What follows belongs to an exercise in optimizing a design on an open flow for small area and a short achievable clock period; a production flow would make more cautious choices.
The RTL was checked by simulation tests, not by an equivalence proof against the original design.

==> flow/design.v <==
module relu_pool2x2 #(
    parameter int DATA_W = 32,
    parameter int MAX_W  = 64,
    parameter int CNT_W  = 10
) (
    input  logic              clk,
    input  logic              rst,
    input  logic              clear,
    input  logic [CNT_W-1:0]  map_w,
    input  logic [CNT_W-1:0]  map_h,
    input  logic              conv_ack,
    input  logic [DATA_W-1:0] conv_r,
    input  logic [DATA_W-1:0] conv_g,
    input  logic [DATA_W-1:0] conv_b,
    output logic [DATA_W-1:0] pool_out,
    output logic              pool_valid,
    output logic              frame_done,
    output logic              cfg_err
);
    localparam int VW = DATA_W - 1;    
    logic [4:0]    wcfg;       
    logic [8:0]    hcfg;       
    logic          w2;         
    logic [4:0]    sec;        
    logic [4:0]    secn;       
    logic [4:0]    cpair;      
    logic          codd;       
    logic [8:0]    rpair;      
    logic          rodd;       
    logic          gh;         
    logic          gt_tail;    
    logic          take;
    logic          cpair_last;
    logic          rpair_last;
    logic          shift;
    logic          cfg_bad;
    assign take       = conv_ack & ~clear & ~cfg_err;
    assign cpair_last = (cpair == wcfg);
    assign rpair_last = (rpair == hcfg);
    assign shift      = take & ~codd;
    assign cfg_bad  = map_w[0] | map_h[0]
                    | (map_w < CNT_W'(2)) | (map_h < CNT_W'(2))
                    | (map_w > CNT_W'(MAX_W));
    logic [VW-1:0] head;       
    logic          gq;         
    logic          sq;         
    logic [VW-1:0] uq;         
    logic [VW-1:0] xq;         
    logic [VW-1:0] tail;
    logic [VW-1:0] q1  [1];
    logic [VW-1:0] q2  [2];
    logic [VW-1:0] q4  [4];
    logic [VW-1:0] q8  [8];
    logic [VW-1:0] q15 [15];
    logic [VW-1:0] m1, m2, m4, m8, m15;
    assign m1  = ({VW{sec[0]}} & q1[0])   | ({VW{secn[0]}} & head);
    assign m2  = ({VW{sec[1]}} & q2[1])   | ({VW{secn[1]}} & m1);
    assign m4  = ({VW{sec[2]}} & q4[3])   | ({VW{secn[2]}} & m2);
    assign m8  = ({VW{sec[3]}} & q8[7])   | ({VW{secn[3]}} & m4);
    assign m15 = ({VW{sec[4]}} & q15[14]) | ({VW{secn[4]}} & m8);
    always_ff @(posedge clk) begin
        gq <= take & gt;
        sq <= sat;
        uq <= u[VW-1:0];
        xq <= take ? x : head;
    end
    assign head = gq ? (uq | {VW{sq}}) : xq;
    always_ff @(posedge clk) begin
        if (shift) begin
            q1[0] <= head;
            q2[0] <= m1;
            q2[1] <= q2[0];
            q4[0] <= m2;
            for (int i = 1; i < 4; i++) q4[i] <= q4[i-1];
            q8[0] <= m4;
            for (int i = 1; i < 8; i++) q8[i] <= q8[i-1];
            q15[0] <= m8;
            for (int i = 1; i < 15; i++) q15[i] <= q15[i-1];
            tail <= m15;
        end
    end
    logic [VW-1:0] x;
    assign x = ({VW{gh}} & head) | ({VW{gt_tail}} & tail);
    logic [31:0] ru, gu, bu, k1, c1;
    logic [32:0] k2, c2, a1, b1, xn;
    logic [33:0] u, v;
    logic        gt;
    logic        sat;
    assign ru = {~conv_r[DATA_W-1], conv_r[DATA_W-2:0]};
    assign gu = {~conv_g[DATA_W-1], conv_g[DATA_W-2:0]};
    assign bu = {~conv_b[DATA_W-1], conv_b[DATA_W-2:0]};
    assign k1 = ru ^ gu ^ bu;
    assign c1 = (ru & gu) | (ru & bu) | (gu & bu);
    assign u  = {2'b00, k1} + {1'b0, c1, 1'b0};
    assign a1 = {1'b0, k1};
    assign b1 = {c1, 1'b0};
    assign xn = {2'b00, ~x};
    assign k2 = a1 ^ b1 ^ xn;
    assign c2 = (a1 & b1) | (a1 & xn) | (b1 & xn);
    assign v  = {1'b0, k2} + {c2, 1'b0};
    assign gt  = v[33];
    assign sat = u[33];
    assign pool_out = {1'b0, head};
    logic [4:0] wnew;
    logic [4:0] snew;
    assign wnew = map_w[5:1] - 5'd1;
    assign snew = (wnew - 5'd1 >= 5'd15) ? {1'b1, 4'(wnew - 5'd16)} : {1'b0, 4'(wnew - 5'd1)};
    always_ff @(posedge clk) begin
        if (clear) begin
            wcfg <= wnew;
            hcfg <= map_h[9:1] - 9'd1;
            w2   <= (wnew == 5'd0);
            sec  <= snew;
            secn <= ~snew;
        end
    end
    always_ff @(posedge clk or posedge rst) begin
        if (rst) begin
            cfg_err <= 1'b1;
        end else if (clear) begin
            cfg_err <= cfg_bad;
        end
    end
    logic codd_n, rodd_n;
    always_comb begin
        codd_n = codd;
        rodd_n = rodd;
        if (clear) begin
            codd_n = 1'b0;
            rodd_n = 1'b0;
        end else if (take) begin
            codd_n = ~codd;
            if (codd && cpair_last) rodd_n = ~rodd;
        end
    end
    always_ff @(posedge clk) begin
        codd    <= codd_n;
        rodd    <= rodd_n;
        gh      <= codd_n | (rodd_n & w2);
        gt_tail <= ~codd_n & rodd_n & ~w2;
    end
    always_ff @(posedge clk) begin
        if (clear) begin
            cpair <= '0;
            rpair <= '0;
        end else if (take && codd) begin
            if (cpair_last) begin
                cpair <= '0;
                if (rodd) rpair <= rpair_last ? '0 : rpair + 9'd1;
            end else begin
                cpair <= cpair + 5'd1;
            end
        end
    end
    always_ff @(posedge clk or posedge rst) begin
        if (rst) begin
            pool_valid <= 1'b0;
            frame_done <= 1'b0;
        end else begin
            pool_valid <= take & codd & rodd;
            frame_done <= take & codd & rodd & cpair_last & rpair_last;
        end
    end
endmodule
export LEC_CHECK = 0
export CAP_MARGIN = 20
export CORE_MARGIN = 2
export CORE_UTILIZATION = 65
export SLEW_MARGIN = 20
create_clock -name core_clock -period 11.0 [get_ports {clk}]
standard.sh (not shown) runs the stock make flow with config.mk's settings and CLKGATE_MAP_FILE= SYNTH_SCRIPT=/design/flow/synth_recipe.tcl, a recipe that flattens the netlist after the stock synthesis.
==> flow/flow/run.sh <==
#!/bin/bash
# Own layout flow: the standard ORFS flow (standard.sh, unchanged synthesis) with
#  - port buffers of a plain buffer cell (buf_2) instead of the default delay-cell choice,
#  - clock tree synthesis with clkbuf_8 clusters of up to 20 sinks and no dummy loads,
#  - a tighter setup-repair target (SETUP_SLACK_MARGIN=7 at the design's 11 ns clock).
# Every tool's output goes to the ORFS logs under orfs/logs; make's own output to make.log.
set -euo pipefail
export BUFFER_PORTS_ARGS="-buffer_cell sky130_fd_sc_hd__buf_2"
export CTS_ARGS="-sink_clustering_enable -repair_clock_nets -buf_list sky130_fd_sc_hd__clkbuf_8 -sink_clustering_size 20 -sink_clustering_max_diameter 60 -dont_use_dummy_load"
bash standard.sh SETUP_SLACK_MARGIN=7 finish > make.log 2>&1
The starting point produced a clean layout.
Then changed:
--- a/flow/design.v
+++ b/flow/design.v
@@ -21,9 +21,8 @@
     logic [4:0]    wcfg;       
     logic [8:0]    hcfg;       
     logic          w2;         
     logic [4:0]    sec;        
-    logic [4:0]    secn;       
     logic [4:0]    cpair;      
     logic          codd;       
     logic [8:0]    rpair;      
     logic          rodd;       
@@ -52,18 +51,20 @@
     logic [VW-1:0] q4  [4];
     logic [VW-1:0] q8  [8];
     logic [VW-1:0] q15 [15];
     logic [VW-1:0] m1, m2, m4, m8, m15;
-    assign m1  = ({VW{sec[0]}} & q1[0])   | ({VW{secn[0]}} & head);
-    assign m2  = ({VW{sec[1]}} & q2[1])   | ({VW{secn[1]}} & m1);
-    assign m4  = ({VW{sec[2]}} & q4[3])   | ({VW{secn[2]}} & m2);
-    assign m8  = ({VW{sec[3]}} & q8[7])   | ({VW{secn[3]}} & m4);
-    assign m15 = ({VW{sec[4]}} & q15[14]) | ({VW{secn[4]}} & m8);
+    assign m1  = sec[0] ? q1[0]   : head;
+    assign m2  = sec[1] ? q2[1]   : m1;
+    assign m4  = sec[2] ? q4[3]   : m2;
+    assign m8  = sec[3] ? q8[7]   : m4;
+    assign m15 = sec[4] ? q15[14] : m8;
     always_ff @(posedge clk) begin
-        gq <= take & gt;
-        sq <= sat;
-        uq <= u[VW-1:0];
-        xq <= take ? x : head;
+        if (take) begin
+            gq <= gt;
+            sq <= sat;
+            uq <= u[VW-1:0];
+            xq <= x;
+        end
     end
     assign head = gq ? (uq | {VW{sq}}) : xq;
     always_ff @(posedge clk) begin
         if (shift) begin
@@ -110,9 +111,8 @@
             wcfg <= wnew;
             hcfg <= map_h[9:1] - 9'd1;
             w2   <= (wnew == 5'd0);
             sec  <= snew;
-            secn <= ~snew;
         end
     end
     always_ff @(posedge clk or posedge rst) begin
         if (rst) begin
@@ -132,16 +132,26 @@
             codd_n = ~codd;
             if (codd && cpair_last) rodd_n = ~rodd;
         end
     end
-    always_ff @(posedge clk) begin
-        codd    <= codd_n;
-        rodd    <= rodd_n;
-        gh      <= codd_n | (rodd_n & w2);
-        gt_tail <= ~codd_n & rodd_n & ~w2;
+    always_ff @(posedge clk or posedge rst) begin
+        if (rst) begin
+            codd    <= 1'b0;
+            rodd    <= 1'b0;
+            gh      <= 1'b0;
+            gt_tail <= 1'b0;
+        end else begin
+            codd    <= codd_n;
+            rodd    <= rodd_n;
+            gh      <= codd_n | (rodd_n & w2);
+            gt_tail <= ~codd_n & rodd_n & ~w2;
+        end
     end
-    always_ff @(posedge clk) begin
-        if (clear) begin
+    always_ff @(posedge clk or posedge rst) begin
+        if (rst) begin
+            cpair <= '0;
+            rpair <= '0;
+        end else if (clear) begin
             cpair <= '0;
             rpair <= '0;
         end else if (take && codd) begin
             if (cpair_last) begin
=> The new run completed without violations; worst setup slack is worse by 0.0097 ns; worst hold slack gets worse by 0.026 ns; critical path depth rises by 2; clock-buffer cell count increases by 1; routed wire length decreases by 4.6%; die area rises by 2.8%; via count decreases by about 1.4%; design area came out higher by 4.0%; global-route usage came out lower by 1.4 points; first-iteration DRC count shrinks by 0.72%; clock skew grows by 0.044 ns; sequential share of layout area falls by 1.5 points; core utilization is higher by 1.1 points; non-clock buffer count rises by 31.

[static timing again, ports no longer ideal]
The flow's constraints put no driver on any port. The routed layouts listed below were extracted and timed again, unchanged, in two steps. Step 1 assumes that a clkbuf_16 drives the clock port and a buf_2 every other input. Step 2 times the ports against the registers' clock, not the clock port: input delays grow and output delays shrink by t, the midpoint of the rising clock arrivals with the driver on. a / b / c = ideal ports / drivers / drivers and shift; a / b = the first two.
run | shift t [ns] | slack for setup (ns) | hold slack, ns | worst setup path at the end | worst slew at a driven data input, ns
the first run | 0.719 | 6.389 / 6.423 / 5.704 | 0.392 / 0.392 / 0.392 | input to register | 0.04
the second run | 0.708 | 6.379 / 6.379 / 5.671 | 0.366 / 0.366 / 0.366 | input to register | 0.06
After both steps every run listed still meets setup and hold. For the second run, which loses most, drivers alone change the setup slack by 0.000 ns; drivers and shift together by -0.708 ns.
